Background: an optimization exercise with open tools, aiming at small area. Do not read the settings as production practice.
Function was checked by simulation only, so behaviour that the tests miss may differ from the original.
No activity file was given, so power comes from the tool's default toggle rates.

== run A ==
Design apb_slave_mem, start of the top module:
module apb_slave_mem (
    input  logic        PCLK,
    input  logic        PRESETN,
    input  logic        psel,
    input  logic        penable,
    input  logic        pwrite,
    input  logic [9:0]  paddr,
    input  logic [31:0] pwdata,
    output logic [31:0] prdata,
    output logic        pready,
    output logic        pslverr,
    input  logic        ext_en,
    input  logic        ext_wr,
    input  logic        ext_rd,
    input  logic [9:0]  ext_addr,
    input  logic [31:0] ext_wdata,
    output logic [31:0] ext_rdata
);
    localparam int NW = 128;
    logic       setup_ph, access_ph, issue, complete;
    logic       is_mem, is_func;
    logic [7:0] wait_q, wait_cnt_q;
    logic       err_armed_q;
    logic [7:0] err_cnt_q;
    logic       err_fire;
    assign setup_ph  = psel & ~penable;
    assign access_ph = psel & penable;
    assign is_mem    = ~paddr[9];
    assign is_func   = paddr[9] & ~paddr[8];
    assign issue = (setup_ph & (wait_q == 8'd0))
                 | (access_ph & ~pready & (wait_cnt_q == 8'd0));
    assign complete = access_ph & pready;
    always_ff @(posedge PCLK or negedge PRESETN)
    begin
        if (!PRESETN)
        begin
            wait_cnt_q <= '0;
            pready     <= 1'b0;
        end
        else
        begin
            pready <= issue;
            if (setup_ph)
                wait_cnt_q <= wait_q - 8'd1;
            else if (access_ph && (wait_cnt_q != 8'd0))
                wait_cnt_q <= wait_cnt_q - 8'd1;
        end
    end
    logic func_wr;
    assign func_wr  = complete & pwrite & is_func;
    assign err_fire = err_armed_q & (err_cnt_q <= 8'd1);
    always_ff @(posedge PCLK or negedge PRESETN)
    begin
        if (!PRESETN)
        begin
            err_armed_q <= 1'b0;
            err_cnt_q   <= '0;
            wait_q      <= '0;
            pslverr     <= 1'b0;
        end
        else
        begin
            pslverr <= issue & err_fire;
            if (func_wr && (paddr[7:2] == 6'd0))
            begin
                err_armed_q <= 1'b1;
                err_cnt_q   <= pwdata[7:0];
            end
  ...
export LEC_CHECK = 0
export CAP_MARGIN = 20
export CORE_MARGIN = 2
export CORE_UTILIZATION = 45
export GPL_ROUTABILITY_DRIVEN = 0
export PLACE_DENSITY = 0.6
export SLEW_MARGIN = 40
export SYNTH_HIERARCHICAL = 1
create_clock -name core_clock -period 6.0 [get_ports {PCLK}]
standard.sh (not shown) runs the stock make flow with config.mk's settings and CLKGATE_MAP_FILE= SYNTH_SCRIPT=/design/flow/synth_recipe.tcl, a recipe that flattens the netlist after the stock synthesis.
==> flow/flow/run.sh <==
#!/bin/bash
set -euo pipefail
bash standard.sh \
  "PRE_GLOBAL_PLACE_SKIP_IO_TCL=$PWD/flow/place_array.tcl" \
  "POST_GLOBAL_PLACE_TCL=$PWD/flow/post_gp.tcl" \
  "CTS_ARGS=-sink_clustering_enable -repair_clock_nets -dont_use_dummy_load -buf_list {sky130_fd_sc_hd__clkbuf_4} -sink_clustering_size 10 -sink_clustering_max_diameter 30" \
  "BUFFER_PORTS_ARGS=-buffer_cell sky130_fd_sc_hd__buf_2" \
  finish > flow_make.log 2>&1
==> flow/flow/place_array.tcl <==
# Place the memory array as a regular grid before global placement.
# Each group of three words (one read gate per port and bit covers a group) gets
# a band of rows (PA_PATTERN): W rows hold, per bit, a word's flip-flop and its
# next-state gate; A and E rows hold the group's APB and extension read gates
# (R both, F nothing). Bits are columns PA_COLP sites apart. Cells placed here are
# FIRM; global placement fills in the rest around them. Then each word line
# driver (a gate driving one select line into 32 gates) is sized up once.

proc pa_env {name default} {
  if {[info exists ::env($name)] && $::env($name) ne ""} { return $::env($name) }
  return $default
}

set ::pa_colp    [pa_env PA_COLP 32]
set ::pa_pattern [pa_env PA_PATTERN "W A W E W"]
set ::pa_x0      [pa_env PA_X0 0]
set ::pa_gap     [pa_env PA_GAP 1]
set ::pa_roff    [pa_env PA_ROFF 8]

proc pa_put {inst r s} {
  global occ rows site_w row_x0 row_sites
  set w [expr {[[$inst getMaster] getWidth] / $site_w}]
  while 1 {
    set ok 1
    for {set i 0} {$i < $w} {incr i} {
      if {[dict exists $occ($r) [expr {$s + $i}]]} { set ok 0; break }
    }
    if {$ok} break
    incr s
  }
  if {$s + $w > $row_sites} { error "place_array: row $r overflows" }
  for {set i 0} {$i < $w} {incr i} { dict set occ($r) [expr {$s + $i}] 1 }
  set row [lindex $rows $r]
  $inst setOrient [$row getOrient]
  $inst setLocation [expr {$row_x0 + $s * $site_w}] [[$row getBBox] yMin]
  $inst setPlacementStatus FIRM
  return [expr {$s + $w}]
}

proc pa_flop {w b} {
  return [format {mem_q\[%d\]\[%d\]$_DFF_P_} $w $b]
}

proc pa_driver {net} {
  foreach it [$net getITerms] { if {[$it isOutputSignal]} { return [$it getInst] } }
  return ""
}

# Read gate of a port for a flop: a load of its Q net with a select input from that port
proc pa_reader {flop port} {
  set q [[$flop findITerm Q] getNet]
  foreach it [$q getITerms] {
    set inst [$it getInst]
    if {$inst eq $flop} continue
    foreach it2 [$inst getITerms] {
      set n [$it2 getNet]
      if {$n eq "NULL" || $n eq ""} continue
      if {[string match "${port}_dec*" [$n getName]]} { return $inst }
    }
  }
  return ""
}

proc pa_main {} {
  global occ rows site_w row_x0 row_sites pa_colp pa_pattern pa_x0 pa_gap pa_roff
set block [ord::get_db_block]
set rows [lsort -command {apply {{a b} {expr {[[$a getBBox] yMin] - [[$b getBBox] yMin]}}}} [$block getRows]]
set nrows [llength $rows]
set site_w [[[lindex $rows 0] getSite] getWidth]
set row_x0 [[[lindex $rows 0] getBBox] xMin]
set row_sites [expr {([[[lindex $rows 0] getBBox] xMax] - $row_x0) / $site_w}]

# occupancy per row: dict of occupied site indices

for {set r 0} {$r < $nrows} {incr r} { set occ($r) [dict create] }
set rowy {}
for {set r 0} {$r < $nrows} {incr r} { lappend rowy [[[lindex $rows $r] getBBox] yMin] }
foreach inst [$block getInsts] {
  if {[$inst getPlacementStatus] eq "NONE" || [$inst getPlacementStatus] eq "UNPLACED"} { continue }
  set bb [$inst getBBox]
  set r [lsearch -exact $rowy [$bb yMin]]
  if {$r < 0} { continue }
  set s0 [expr {([$bb xMin] - $row_x0) / $site_w}]
  set s1 [expr {([$bb xMax] - $row_x0 + $site_w - 1) / $site_w}]
  for {set s $s0} {$s < $s1} {incr s} { dict set occ($r) $s 1 }
}

set nw 128
set ngroups [expr {($nw + 2) / 3}]
set pat [split [string trim $pa_pattern]]
set band [llength $pat]
set need [expr {$ngroups * $band}]
if {$need > $nrows} { error "place_array: need $need rows, have $nrows" }
set r0 [expr {($nrows - $need) / 2}]
set width [expr {$pa_x0 + 32 * $pa_colp}]
if {$width > $row_sites} { error "place_array: need $width sites per row, have $row_sites" }
set xoff [expr {($row_sites - $width) / 2 + $pa_x0}]

set placed 0
for {set g 0} {$g < $ngroups} {incr g} {
  set wi 0
  for {set k 0} {$k < $band} {incr k} {
    set r [expr {$r0 + $g * $band + $k}]
    set kind [lindex $pat $k]
    if {$kind eq "W"} {
      set w [expr {3 * $g + $wi}]
      incr wi
      if {$w >= $nw} continue
      for {set b 0} {$b < 32} {incr b} {
        set flop [$block findInst [pa_flop $w $b]]
        if {$flop eq "NULL" || $flop eq ""} { error "place_array: no flop $w $b" }
        set cell [pa_driver [[$flop findITerm D] getNet]]
        set s [expr {$xoff + $b * $pa_colp}]
        set s [pa_put $flop $r $s]
        pa_put $cell $r [expr {$s + $pa_gap}]
        incr placed 2
      }
    } elseif {$kind eq "R" || $kind eq "A" || $kind eq "E"} {
      for {set b 0} {$b < 32} {incr b} {
        set flop [$block findInst [pa_flop [expr {3 * $g}] $b]]
        set s [expr {$xoff + $b * $pa_colp + $pa_roff}]
        if {$kind ne "E"} {
          set ra [pa_reader $flop apb]
          if {$ra eq ""} { error "place_array: no apb read gate for group $g bit $b" }
          set s [expr {[pa_put $ra $r $s] + $pa_gap}]
          incr placed
        }
        if {$kind ne "A"} {
          set re [pa_reader $flop ext]
          if {$re eq ""} { error "place_array: no ext read gate for group $g bit $b" }
          pa_put $re $r $s
          incr placed
        }
      }
    }
  }
}
puts "place_array: placed $placed cells in rows $r0..[expr {$r0 + $need - 1}] of $nrows, $width of $row_sites sites"
}
array set occ {}
pa_main

# Word line drivers: size each up once so it drives its 32 gates without a buffer tree
proc pa_size_drivers {} {
  set db [ord::get_db]
  set block [ord::get_db_block]
  array set up {
    sky130_fd_sc_hd__and2_0 sky130_fd_sc_hd__and2_2
    sky130_fd_sc_hd__and2_1 sky130_fd_sc_hd__and2_2
    sky130_fd_sc_hd__o22a_1 sky130_fd_sc_hd__o22a_2
  }
  set n 0
  foreach inst [$block getInsts] {
    set m [[$inst getMaster] getName]
    if {![info exists up($m)]} continue
    set out ""
    foreach it [$inst getITerms] { if {[$it isOutputSignal]} { set out [$it getNet] } }
    if {$out eq "" || $out eq "NULL"} continue
    if {[llength [$out getITerms]] < 17} continue
    $inst swapMaster [$db findMaster $up($m)]
    incr n
  }
  puts "place_array: sized up $n word line drivers"
}
pa_size_drivers
Other scripts of this flow, unchanged in this note and not shown: flow/flow/post_gp.tcl
The inputs of run D differ from those of run A as listed below.
Settings: SLEW_MARGIN now 30, was 40.
==> flow/flow/run.sh <==
#!/bin/bash
set -euo pipefail
bash standard.sh \
  "PRE_GLOBAL_PLACE_SKIP_IO_TCL=$PWD/flow/place_array.tcl" \
  "POST_GLOBAL_PLACE_TCL=$PWD/flow/post_gp.tcl" \
  "CTS_ARGS=-sink_clustering_enable -repair_clock_nets -dont_use_dummy_load -buf_list {sky130_fd_sc_hd__clkbuf_4} -sink_clustering_size 10 -sink_clustering_max_diameter 35" \
  "BUFFER_PORTS_ARGS=-buffer_cell sky130_fd_sc_hd__buf_2" \
  finish > flow_make.log 2>&1
--- a/flow/flow/place_array.tcl
+++ b/flow/flow/place_array.tcl
@@ -13,3 +13,3 @@
 
-set ::pa_colp    [pa_env PA_COLP 32]
+set ::pa_colp    [pa_env PA_COLP 28]
 set ::pa_pattern [pa_env PA_PATTERN "W A W E W"]
@@ -152,2 +152,8 @@
   set n 0
+  # the two-word read gates need no more than the smallest size
+  foreach inst [$block getInsts] {
+    if {[[$inst getMaster] getName] eq "sky130_fd_sc_hd__a22oi_2"} {
+      $inst swapMaster [$db findMaster sky130_fd_sc_hd__a22oi_1]
+    }
+  }
   foreach inst [$block getInsts] {
--- outcome ---
- Run D completed end to end with timing, DRC and antenna clean.
- When the final numbers for run D and run A were put side by side, the global-route usage over all layers turned out to be greater in run D.
- Run A → run D: power consumption decreased 1.2 mW; final instance area now sits lower; critical path depth lost 1; setup slack higher.
- Per the comparison of run D with run A, total number of nets in the final design fell 362; worst hold slack fell 0.13 ns; final worst-path cycle share fell 3.0 points; combinational fraction of design power about even; clock network fraction of total power fell 2.2 points.
- Run D ends up with higher top achievable clock speed than run A does.

[separate check: timing with driven ports]
Ports are ideal in the flow. The routed layouts listed here were re-timed in OpenROAD. Step 1, drivers: a clkbuf_16 drives PCLK and a buf_2 each remaining input, both assumed. Step 2 adds t to the input delays and takes it off the output delays; t is the mean of the earliest and latest rising clock arrival at the registers after step 1. Input paths then give back, and output paths get back, about the clock's delay inside the block. Three values: ideal ports, drivers, drivers and shift; two values: the first two.
| run | t (ns) | setup slack, ns | worst register clock-pin slew, ns | cell pins on the clock port's net |
|---|---|---|---|---|
| run A | 1.754 | 1.023 / 0.973 / -0.780 | 0.11 / 0.11 | 1 |
| run D | 1.498 | 1.201 / 1.040 / -0.445 | 0.11 / 0.11 | 1 |
Met with ideal ports but missed after step 2: setup timing in run A and run D. The setup slack of run A, which loses most, moves by -0.050 ns with the drivers and by -1.803 ns with both steps.
